This is an optimization exercise on Yosys and OpenROAD, whose aim is small area, not a production implementation. Only simulation tests tie the RTL to the original design; equivalence was not proved. No activity file was given, so power comes from the tool's default toggle rates.

File: design/flow/run.sh
#!/bin/bash
# synth_recipe.tcl (not shown) runs the flow's synth.tcl, then flattens the netlist and writes it again
# the make line also repeats each setting of config.mk as NAME=value (left out here)
make -C /OpenROAD-flow-scripts/flow DESIGN_CONFIG=/design/flow/config.mk WORK_HOME=/design/flow/orfs CLKGATE_MAP_FILE= SYNTH_SCRIPT=/design/flow/synth_recipe.tcl finish
File: design/flow/config.mk
export PLATFORM = sky130hd
export DESIGN_NAME = reg_file_32x32
export DESIGN_NICKNAME = reg_file_32x32
export VERILOG_FILES = /design/flow/design.v
export SDC_FILE = /design/flow/constraint.sdc
export NUM_CORES = 4
export LEC_CHECK = 0
export CAP_MARGIN = 20
export CORE_MARGIN = 2
export CORE_UTILIZATION = 30
export SETUP_SLACK_MARGIN = 0.3
export SLEW_MARGIN = 20
File: design/flow/constraint.sdc
create_clock -name core_clock -period 7.5 [get_ports {clk}]
set_input_delay 1.5000 -clock core_clock [delete_from_list [all_inputs] [get_ports {clk}]]
set_output_delay 1.5000 -clock core_clock [all_outputs]
set_load 0.01 [all_outputs]
File: design/flow/design.v
package reg_file_32x32_pkg;
  localparam int REG_ADDR_W = 5;
  localparam int REG_COUNT  = 32;
  localparam int DATA_W_DEF = 32;
  function automatic logic reg_writable(input int idx, input int zero_r0);
    logic ok;
    if ((zero_r0 != 0) && (idx == 0)) begin
      ok = 1'b0;
    end else begin
      ok = 1'b1;
    end
    reg_writable = ok;
  endfunction
endpackage
module decoder5to32
(
  input  logic                  en,
  input  logic [reg_file_32x32_pkg::REG_ADDR_W-1:0] addr,
  output logic [reg_file_32x32_pkg::REG_COUNT-1:0]  onehot
);
  always_comb begin
    onehot = {reg_file_32x32_pkg::REG_COUNT{1'b0}};
    if (en) begin
      onehot[addr] = 1'b1;
    end else begin
      onehot = {reg_file_32x32_pkg::REG_COUNT{1'b0}};
    end
  end
endmodule
module reg_file_32x32
#(
  parameter int DATA_W  = reg_file_32x32_pkg::DATA_W_DEF,
  parameter int ZERO_R0 = 1
) (
  input  logic                  clk,
  input  logic                  rst_n,
  input  logic                  wr_en,
  input  logic [reg_file_32x32_pkg::REG_ADDR_W-1:0] wr_addr,
  input  logic [DATA_W-1:0]     wr_data,
  input  logic [reg_file_32x32_pkg::REG_ADDR_W-1:0] rd_addr_a,
  output logic [DATA_W-1:0]     rd_data_a,
  input  logic [reg_file_32x32_pkg::REG_ADDR_W-1:0] rd_addr_b,
  output logic [DATA_W-1:0]     rd_data_b
);
  logic [DATA_W-1:0]     regs_r [reg_file_32x32_pkg::REG_COUNT];
  logic [reg_file_32x32_pkg::REG_COUNT-1:0]  we_s;
  logic [reg_file_32x32_pkg::REG_ADDR_W-1:0] rd_addr_s [2];
  logic [DATA_W-1:0]     rd_data_s [2];
  decoder5to32 u_dec (
    .en     (wr_en),
    .addr   (wr_addr),
    .onehot (we_s)
  );
  always_ff @(posedge clk or negedge rst_n) begin
    if (!rst_n) begin
      for (int i = 0; i < reg_file_32x32_pkg::REG_COUNT; i++) begin
        regs_r[i] <= {DATA_W{1'b0}};
      end
    end else begin
      for (int i = 0; i < reg_file_32x32_pkg::REG_COUNT; i++) begin
        if (we_s[i] && reg_file_32x32_pkg::reg_writable(i, ZERO_R0)) begin
          regs_r[i] <= wr_data;
        end
      end
    end
  end
  assign rd_addr_s[0] = rd_addr_a;
  assign rd_addr_s[1] = rd_addr_b;
  always_comb begin
    for (int p = 0; p < 2; p++) begin
      rd_data_s[p] = {DATA_W{1'b0}};
      if (!rst_n) begin
        rd_data_s[p] = {DATA_W{1'b0}};
      end else if ((ZERO_R0 != 0) && (rd_addr_s[p] == {reg_file_32x32_pkg::REG_ADDR_W{1'b0}})) begin
        rd_data_s[p] = {DATA_W{1'b0}};
      end else begin
        rd_data_s[p] = regs_r[rd_addr_s[p]];
      end
    end
  end
  assign rd_data_a = rd_data_s[0];
  assign rd_data_b = rd_data_s[1];
endmodule
==> results_dict.tcl, run 1 <==
set metrics [dict create \
    status "complete, no violations" \
    postSynthCellCount 4225 \
    clkSinkCount 992 \
    cts_max_level 3 \
    cp.arrival_ps 5840 \
    fp.dieW_um 410 \
    dr.pass1.iters 10 \
    netlist_area_mm2 0.0494 \
    port_buffers 113 \
    ys_seq_elements 992 \
    finalNetCount 4356 \
    finalCriticalPeriod_ps 7340 \
    crit_chain "clkdlybuf4s50_1 -> nand3b_1 -> nor2_4 -> buf_12 -> a22oi_1 -> o211ai_1 -> nor2_1 -> a21oi_1 -> clkdlybuf4s50_1" \
    synthTopCellsByArea "dfrtp_1 50%, mux2_2 17%, a22oi_1 13%, mux2_1 6.2%, clkbuf_1 1.8%" \
    multi_input_area_mm2 0.0233 \
    first_global_vias 42800 \
    wire_per_inst_um 38.4 \
    p_leak_uw 0.0249 \
    cts_buffers 108 \
    fin_setup_tns_ps 0 \
    finalCritPeriodShare_pct 97.9 \
    cap_violations 0 \
    regMostFlops "regs_r" \
    synth.avg_cell_area_um2 11.7 \
    grt_pass1_wl_um 346000 \
    synth_edf_count 0 \
    rsz0062_at_grt "no" \
    final_util_pct 35.7 \
    fmax_mhz 136 \
    max_slew_margin_pct 18.6 \
    tightest_slew_ps 1220 \
    cp-end-kind "output port" \
    cts_root_buffer "clkbuf_16" \
    place_congestion 0.997 \
    critPathSlowestCell "clkdlybuf4s50_1" \
    final_common_cell "dfrtp_1" \
    switching_share_pct 30.3 \
    grt_start_max_net_pins 163 \
    comb_power_share_pct 14.8 \
    rows 148 \
    ir_drop_v 0.000200 \
    p_switching_uw 4930 \
    cts_tree "built" \
    die_y_um 410 \
    largestRegisters "regs_r x992" \
    cpPeakStageDelay_ps 1120 \
    num_vias 44700 \
    seqPwrFrac_pct 50.0 \
    cp-start-kind "primary input" \
    via_per_inst 6.79 \
    io_pins 114 \
    ys_warn_count 5 \
    synthToLayoutAreaGrowth_pct 18.1 \
    holdCritPathClass "register to register" \
    drive_above_1_share_pct 29.5 \
    seq_area_mm2 0.0248 \
    final_cell_mix "992 x dfrtp_1, 825 x a22oi_1, 725 x mux2_2" \
    yosysSeqAreaShare_pct 50.3 \
    synth_top_area_share_pct 50.3 \
    core_area_mm2 0.163 \
    synth_top_cell_by_area "dfrtp_1" \
    p_clk_share_pct 35.2 \
    nFillCells 15900 \
    syn_nets 4278 \
    internal_power_uw 11400 \
    antenna_found_initial 16 \
    dp_hpwl_um 155000 \
    critPathKind "primary input to output port" \
    clockBufferDepth 3 \
    async_reset_ff_share_pct 100 \
    drtIter0Drc 9275 \
    start_util_pct 30.3 \
    finalClockSkew_ps 0 \
    powerDensity_mw_per_mm2 279 \
    dieArea_mm2 0.168 \
    ys.flop_type "dfrtp_1" \
    drc 0 \
    overflow 0 \
    largest_register_ffs 992 \
    required_ps 6000 \
    slew_violations 0 \
    wl_um 253000 \
    path_clk_slew_ps 60 \
    path_common_cell "clkdlybuf4s50_1" \
    synth_cell_type_count 61 \
    setup_viol 0 \
    clock_latency_ps 730 \
    critPathMaxFanout 18 \
    grt.total_usage_pct 29.1 \
    ant_nets 0 \
    cts_resized 0 \
    hold_viol_final 0 \
]
final timing paths:
path                                            start                         end  slack (ps)  cells past startpoint
hold reg to reg            regs_r[26][31]$_DFFE_PN0P_  regs_r[26][31]$_DFFE_PN0P_         510                      1
min in group asynchronous                       rst_n   regs_r[13][5]$_DFFE_PN0P_         750                      1
hold / removal             regs_r[26][31]$_DFFE_PN0P_  regs_r[26][31]$_DFFE_PN0P_         510                      1
setup / recovery                         rd_addr_b[3]               rd_data_b[29]         160                      9
max in group asynchronous                       rst_n   regs_r[9][12]$_DFFE_PN0P_        4340                      3
setup reg to reg            regs_r[21][8]$_DFFE_PN0P_   regs_r[21][8]$_DFFE_PN0P_        6490                      1
timing repair:
item / 4_1_cts / 5_1_grt
setup buffers: 0 / 9
hold endpoints to repair: 0 / 0
hold buffers: 0 / 0
setup endpoints to repair: 0 / 5
synth_stat cells (all sizes together), types with 5 or more instances:
| cell type | n |
|---|---|
| mux2 | 997 |
| dfrtp | 992 |
| a22oi | 825 |
| clkbuf | 232 |
| nand2 | 223 |
| buf | 182 |
| nor2 | 136 |
| nand4 | 104 |
| a21oi | 102 |
| o21ai | 86 |
| nor3 | 75 |
| nand3 | 56 |
| a222oi | 36 |
| nor4 | 20 |
| a31oi | 13 |
| inv | 13 |
| nand2b | 12 |
| a221oi | 11 |
| a22o | 10 |
| nand3b | 8 |
| a2111oi | 6 |
| and2 | 6 |
| nor2b | 6 |
| o211ai | 6 |
| a211oi | 5 |
| mux2i | 5 |
| or2 | 5 |
| or3 | 5 |
| or3b | 5 |
final cells by class:
cell class | count | area share, %
clock inverter | 48 | 0.992
multi-input combinational | 2806 | 39.9
clock buffer | 155 | 5.51
sequential | 992 | 42.6
inverter | 13 | 0.0837
timing repair buffer | 382 | 6.17
antenna | 12 | 0.0515
tap | 2175 | 4.67
worst max-delay path, delay by kind of cell:
kind	cells	cell delay, ps
compound gates	3	780
simple gates	3	1450
buf+inv	3	2070
stage by stage:
step,hold WS (ps),total power [uW],std cells,area (um2),setup WS [ps]
6_report,515,16300,6583,58300,158
5_1_grt,529,16800,6572,58300,312
4_1_cts,512,16200,6560,58100,334
3_5_place_dp,498,10500,6357,54400,358
3_3_place_gp,490,10400,6356,54300,393
2_1_floorplan,474,9160,4225,49400,2880
logic make-up (layout without fill, tap and decap cells):
logic type	Yosys count	in the layout	share of synthesized area, %
compound gates	1123	1123	16.4
xor+xnor	5	5	0.104
fa+ha+maj	3	3	0.0760
buf+inv	427	598	3.76
flops	992	992	50.3
mux	1002	1002	22.8
other cells	0	12	0
simple gates	673	673	6.55
routing by layer:
layer / global-route usage, % / part of all wire, %
met3: 11.6 / 15
met1: 36.6 / 36
met2: 40.7 / 40
met4: 19.3 / 8.7
met5: 0 / 0.058
power groups by stage:
stage	logic [uW]	clock network [uW]	registers [uW]
2_1_floorplan	1610	0	7550
3_3_place_gp	2290	0	8080
3_5_place_dp	2370	0	8100
4_1_cts	2370	5760	8020
5_1_grt	2570	5970	8220
6_report	2410	5730	8140
==> run 2: changes to the inputs <==
==> design/flow/design.v (replaced) <==
package reg_file_32x32_pkg;
  localparam int REG_ADDR_W = 5;
  localparam int REG_COUNT  = 32;
  localparam int DATA_W_DEF = 32;
endpackage
module rf_bit
(
  input  logic clk,
  input  logic d,
  input  logic we,
  input  logic hold,
  output logic q
);
  always_ff @(posedge clk) begin
    q <= (q & hold) | (d & we);
  end
endmodule
module rf_valid
(
  input  logic clk,
  input  logic rst_n,
  input  logic we,
  output logic v
);
  always_ff @(posedge clk or negedge rst_n) begin
    if (!rst_n) begin
      v <= 1'b0;
    end else begin
      v <= v | we;
    end
  end
endmodule
module rf_o22ai
(
  input  logic a0, b0, a1, b1,
  output logic y
);
  assign y = ~((a0 | b0) & (a1 | b1));
endmodule
module rf_o21ai
(
  input  logic a0, b0, c,
  output logic y
);
  assign y = ~((a0 | b0) & c);
endmodule
module rf_nor4
(
  input  logic [3:0] a,
  output logic       y
);
  assign y = ~(|a);
endmodule
module rf_and4
(
  input  logic [3:0] a,
  output logic       y
);
  assign y = &a;
endmodule
module rf_nor16
(
  input  logic [15:0] a,
  output logic        y
);
  assign y = ~(|a[3:0]) & ~(|a[7:4]) & ~(|a[11:8]) & ~(|a[15:12]);
endmodule
module rf_rdbit
(
  input  logic [31:1] sn,
  input  logic [31:1] q,
  input  logic        any,
  output logic        y
);
  logic [15:0] l;
  logic [3:0]  m;
  for (genvar k = 0; k < 15; k++) begin : g_l1
    rf_o22ai u_o (.a0(sn[2*k+1]), .b0(q[2*k+1]), .a1(sn[2*k+2]), .b1(q[2*k+2]), .y(l[k]));
  end
  rf_o21ai u_o31 (.a0(sn[31]), .b0(q[31]), .c(any), .y(l[15]));
  rf_nor16 u_n (.a(l), .y(y));
endmodule
module reg_file_32x32
(
  input  logic        clk,
  input  logic        rst_n,
  input  logic        wr_en,
  input  logic [4:0]  wr_addr,
  input  logic [31:0] wr_data,
  input  logic [4:0]  rd_addr_a,
  output logic [31:0] rd_data_a,
  input  logic [4:0]  rd_addr_b,
  output logic [31:0] rd_data_b
);
  logic [31:1] we, hold, valid;
  logic [31:1] sn_a, sn_b;
  logic        any_a, any_b;
  logic [31:1] q_t [32];    
  always_comb begin
    for (int i = 1; i < 32; i++) begin
      we[i]   = wr_en && (wr_addr == i[4:0]);
      hold[i] = !(wr_en && (wr_addr == i[4:0]));
    end
  end
  always_comb begin
    for (int i = 1; i < 32; i++) begin
      sn_a[i] = !(valid[i] && (rd_addr_a == i[4:0]));
      sn_b[i] = !(valid[i] && (rd_addr_b == i[4:0]));
    end
    any_a = !(&sn_a);
    any_b = !(&sn_b);
  end
  for (genvar r = 1; r < 32; r++) begin : g_reg
    rf_valid u_v (.clk(clk), .rst_n(rst_n), .we(we[r]), .v(valid[r]));
    for (genvar b = 0; b < 32; b++) begin : g_bit
      rf_bit u_b (.clk(clk), .d(wr_data[b]), .we(we[r]), .hold(hold[r]), .q(q_t[b][r]));
    end
  end
  for (genvar b = 0; b < 32; b++) begin : g_rd
    rf_rdbit u_ra (.sn(sn_a), .q(q_t[b]), .any(any_a), .y(rd_data_a[b]));
    rf_rdbit u_rb (.sn(sn_b), .q(q_t[b]), .any(any_b), .y(rd_data_b[b]));
  end
endmodule
--- a/design/flow/config.mk
+++ b/design/flow/config.mk
@@ -9,4 +9,6 @@
 export CORE_MARGIN = 2
-export CORE_UTILIZATION = 30
-export SETUP_SLACK_MARGIN = 0.3
+export CORE_UTILIZATION = 50
+export SETUP_SLACK_MARGIN = 0
 export SLEW_MARGIN = 20
+export SYNTH_HIERARCHICAL = 1
+export SYNTH_MINIMUM_KEEP_SIZE = 0
==> results_dict.tcl, run 2 <==
set metrics [dict create \
    status "complete, no violations" \
    setup_viol 0 \
    clockBufferDepth 3 \
    fp.dieW_um 285 \
    die_y_um 285 \
    regMostFlops "g.g_bit.u_b.q" \
    synth.avg_cell_area_um2 10.8 \
    drtIter0Drc 7490 \
    met2_usage_pct 67.4 \
    synth_top_cell_by_area "dfxtp_1" \
    comb_power_share_pct 15.3 \
    start_util_pct 50.7 \
    p_leak_uw 0.0182 \
    tightest_slew_ps 1340 \
    rows 102 \
    synth_common_cells "997 x a22o_1, 992 x dfxtp_1, 960 x o22ai_1, 257 x nor4_1, 65 x and4_1" \
    holdCritStartpoint "g_reg[2].g_bit[6].u_b.q$_DFF_P_" \
    dp_hpwl_um 124000 \
    largest_register_ffs 992 \
    cts_tree "built" \
    cts_resized 0 \
    nFillCells 6353 \
    ys_warn_count 10 \
    placed_area_mm2 0.0436 \
    slew_violations 0 \
    r2r-start "g_reg[21].u_v.v$_DFF_PN0_" \
    yosysMostFrequentCell "a22o_1" \
    antenna_found_initial 16 \
    rsz0062_at_grt "no" \
    critPathSlowestCell "nor3b_1" \
    synth_edf_count 0 \
    cts_buffers 106 \
    final_area_mm2 0.0473 \
    clock_latency_ps 680 \
    grt.total_usage_pct 49.9 \
    critPathMaxFanout 14 \
    internal_power_uw 11100 \
    p_switching_uw 4210 \
    cp.arrival_ps 5560 \
    hold_viol_final 0 \
    drc 0 \
    wl_um 213000 \
    crit_chain "clkdlybuf4s50_1 -> buf_4 -> nor3b_1 -> nand3_2 -> nand3_1 -> or4b_1 -> buf_4 -> o21ai_1 -> nor4_1 -> and4_1 -> clkdlybuf4s50_1" \
    p_clk_share_pct 36.1 \
    fin_setup_tns_ps 0 \
    critical-path-top-delay-family "simple AND/OR/NAND/NOR gates" \
    finalNetCount 4094 \
    async_reset_ff_share_pct 3.03 \
    first_global_vias 41300 \
    grt_start_max_net_pins 34 \
    wire_per_inst_um 41.1 \
    drive_above_1_share_pct 11.3 \
    path_depth 11 \
    dpl.cell_count 4975 \
    required_ps 6000 \
    place_congestion 1.04 \
    dr.pass1.iters 7 \
    ir_drop_v 0.000212 \
    r2r_cells 1 \
    num_vias 43200 \
    grt_pass1_wl_um 294000 \
    path_clk_slew_ps 60 \
    overflow 0 \
    cp-start-kind "primary input" \
    syn_nets 3685 \
    cp-end-kind "output port" \
    ys_seq_elements 1023 \
    whs_endpoint "g_reg[2].g_bit[6].u_b.q$_DFF_P_" \
    final_cell_mix "997 x a22o_1, 992 x dfxtp_1, 960 x o22ai_1" \
    core_area_mm2 0.0777 \
    ant_nets 0 \
    final_cell_count_no_fill 5181 \
    postSynthCellCount 3635 \
    whs_path_depth 1 \
    dieArea_mm2 0.0811 \
    finalCriticalPeriod_ps 7060 \
    port_buffers 113 \
    path_buf_inv 4 \
    cpPeakStageDelay_ps 670 \
    gr-max-usage-layer "met2" \
    r2r_end "g_reg[21].u_v.v$_DFF_PN0_" \
    seqPwrFrac_pct 48.5 \
    switching_share_pct 27.5 \
    final_common_cell "a22o_1" \
    finalCritPeriodShare_pct 94.1 \
    postCtsSetupRepairBufs 0 \
    ys.flop_type "dfxtp_1" \
    fmax_mhz 142 \
    io_pins 114 \
    synth_cell_type_count 50 \
    grt_use_met3_pct 24.1 \
    reg2reg_slack_ps 6630 \
    cts_max_level 3 \
    synthTopCellsByArea "dfxtp_1 50%, a22o_1 22%, o22ai_1 15%, nor4_1 4.1%, dfrtp_1 2.0%" \
    finalClockSkew_ps 0 \
    use_met1_pct 61.4 \
    holdCritPathClass "register to register" \
    netlist_area_mm2 0.0394 \
    cts_root_buffer "clkbuf_16" \
    powerDensity_mw_per_mm2 324 \
    postCtsHoldBufs 0 \
    synthToLayoutAreaGrowth_pct 19.9 \
    max_slew_margin_pct 10.2 \
    synth_top_area_share_pct 50.4 \
    yosysSeqAreaShare_pct 52.3 \
    cap_violations 0 \
    clkSinkCount 1023 \
    via_per_inst 8.34 \
    largestRegisters "g.g_bit.u_b.q x992, g.u_v.v x31" \
    critPathKind "primary input to output port" \
]
==> run 2: cell count changes after synthesis, sizes merged, moves of 181 or more <==
cell | previous run | this run
dfrtp | 992 | 31
nor4 | 20 | 257
a22o | 10 | 997
dfxtp | 0 | 992
o22ai | 3 | 960
nand2 | 223 | 42
clkbuf | 232 | 7
mux2 | 997 | 2
a22oi | 825 | 3
==> run 2: metal layers <==
layer / part of all wire [%] / vias to the layer above
li1: - / 16700
met1: 35 / 20700
met5: 0.078 / -
met2: 39 / 4513
met3: 17 / 1278
met4: 8.8 / 20
==> run 2: power by group through the flow <==
| stage | Combinational [uW] | Sequential, uW | Clock [uW] |
|---|---|---|---|
| after floorplan | 1510 | 7250 | 0 |
| after global placement | 2210 | 7440 | 0 |
| after detailed placement | 2280 | 7500 | 0 |
| after CTS | 2280 | 7400 | 5520 |
| after global routing | 2450 | 7560 | 5740 |
| final | 2350 | 7440 | 5540 |
==> run 2: cell type report <==
cell class | instances | area (um2) | area share, %
diodes | 4 | 10.0 | 0.0212
clock buffers | 159 | 3210 | 6.78
clock inverters | 42 | 460 | 0.974
inverters | 32 | 120 | 0.254
multi-input cells | 2561 | 18700 | 39.7
flip-flops and latches | 1023 | 20600 | 43.7
well taps | 1040 | 1300 | 2.75
repair buffers | 320 | 2790 | 5.89
==> run 2: worst max-delay path by stage <==
stage,slack (ps),from,end
detailed placement,610,rd_addr_b[3],rd_data_b[30]
floorplan,1650,rd_addr_b[0],rd_data_b[0]
finish,440,rd_addr_a[3],rd_data_a[12]
CTS,600,rd_addr_b[3],rd_data_b[30]
global route,300,rd_addr_a[3],rd_data_a[29]
global placement,720,rd_addr_b[4],rd_data_b[30]
==> run 2: Yosys stat by module, one instance, submodules excluded, a selection <==
module / flip-flops and latches / times used / cells / area (um2)
rf_o22ai: 0 / 960 / 1 / 6.26
rf_nor16: 0 / 64 / 5 / 33.8
rf_valid: 1 / 31 / 2 / 31.3
rf_bit: 1 / 992 / 2 / 28.8
reg_file_32x32: 0 / 1 / 245 / 1410
rf_o21ai: 0 / 64 / 1 / 5.00
==> run 2: cell families (layout without fill, tap and decap cells) <==
family          after synthesis  after routing  synth area share, %
compound gates             2037           2037                 38.5
flops                      1023           1023                 52.3
simple gates                521            521                 8.37
buf+inv                      51            553                0.663
mux                           3              3               0.0825
other cells                   0              4                    0
==> run 2: per-stage QoR <==
step | power (uW) | setup slack, ps | util [%] | hold slack (ps)
floorplan | 8760 | 1650 | - | 446
global placement | 9650 | 723 | 56.2 | 488
detailed placement | 9770 | 610 | 56.1 | 494
CTS | 15200 | 603 | 60.9 | 509
global route | 15800 | 297 | 60.8 | 517
finish | 15300 | 444 | 60.8 | 508

## static timing again, ports no longer ideal
The results above use ideal ports. As a check the final layouts listed here were re-extracted and re-timed, cells and wires unchanged.
Step 1 (the two cells are an assumption about what drives the block):
set clk [get_ports {clk}]
set_driving_cell -lib_cell sky130_fd_sc_hd__clkbuf_16 $clk
set_driving_cell -lib_cell sky130_fd_sc_hd__buf_2 [delete_from_list [all_inputs] $clk]
Step 2, shift: input delay + t, output delay - t, t = (earliest + latest rising clock arrival at the registers) / 2. This alone moves slack from input paths to output paths.
Three values: ideal ports, drivers, drivers and shift; two values: the first two.
| run | t (ns) | setup WS [ns] | worst hold slack (ns) | worst register clock-pin slew, ns | pins driven straight from the clock port |
|---|---|---|---|---|---|
| run 1 | 0.801 | 0.158 / 0.135 / 0.135 | 0.515 / 0.515 / 0.515 | 0.07 / 0.07 | 1 |
| run 2 | 0.744 | 0.444 / 0.209 / 0.209 | 0.508 / 0.508 / 0.508 | 0.07 / 0.07 | 1 |
After both steps every run listed still meets setup and hold. The setup slack of run 2, which loses most, moves by -0.235 ns with the drivers and by -0.235 ns with both steps.
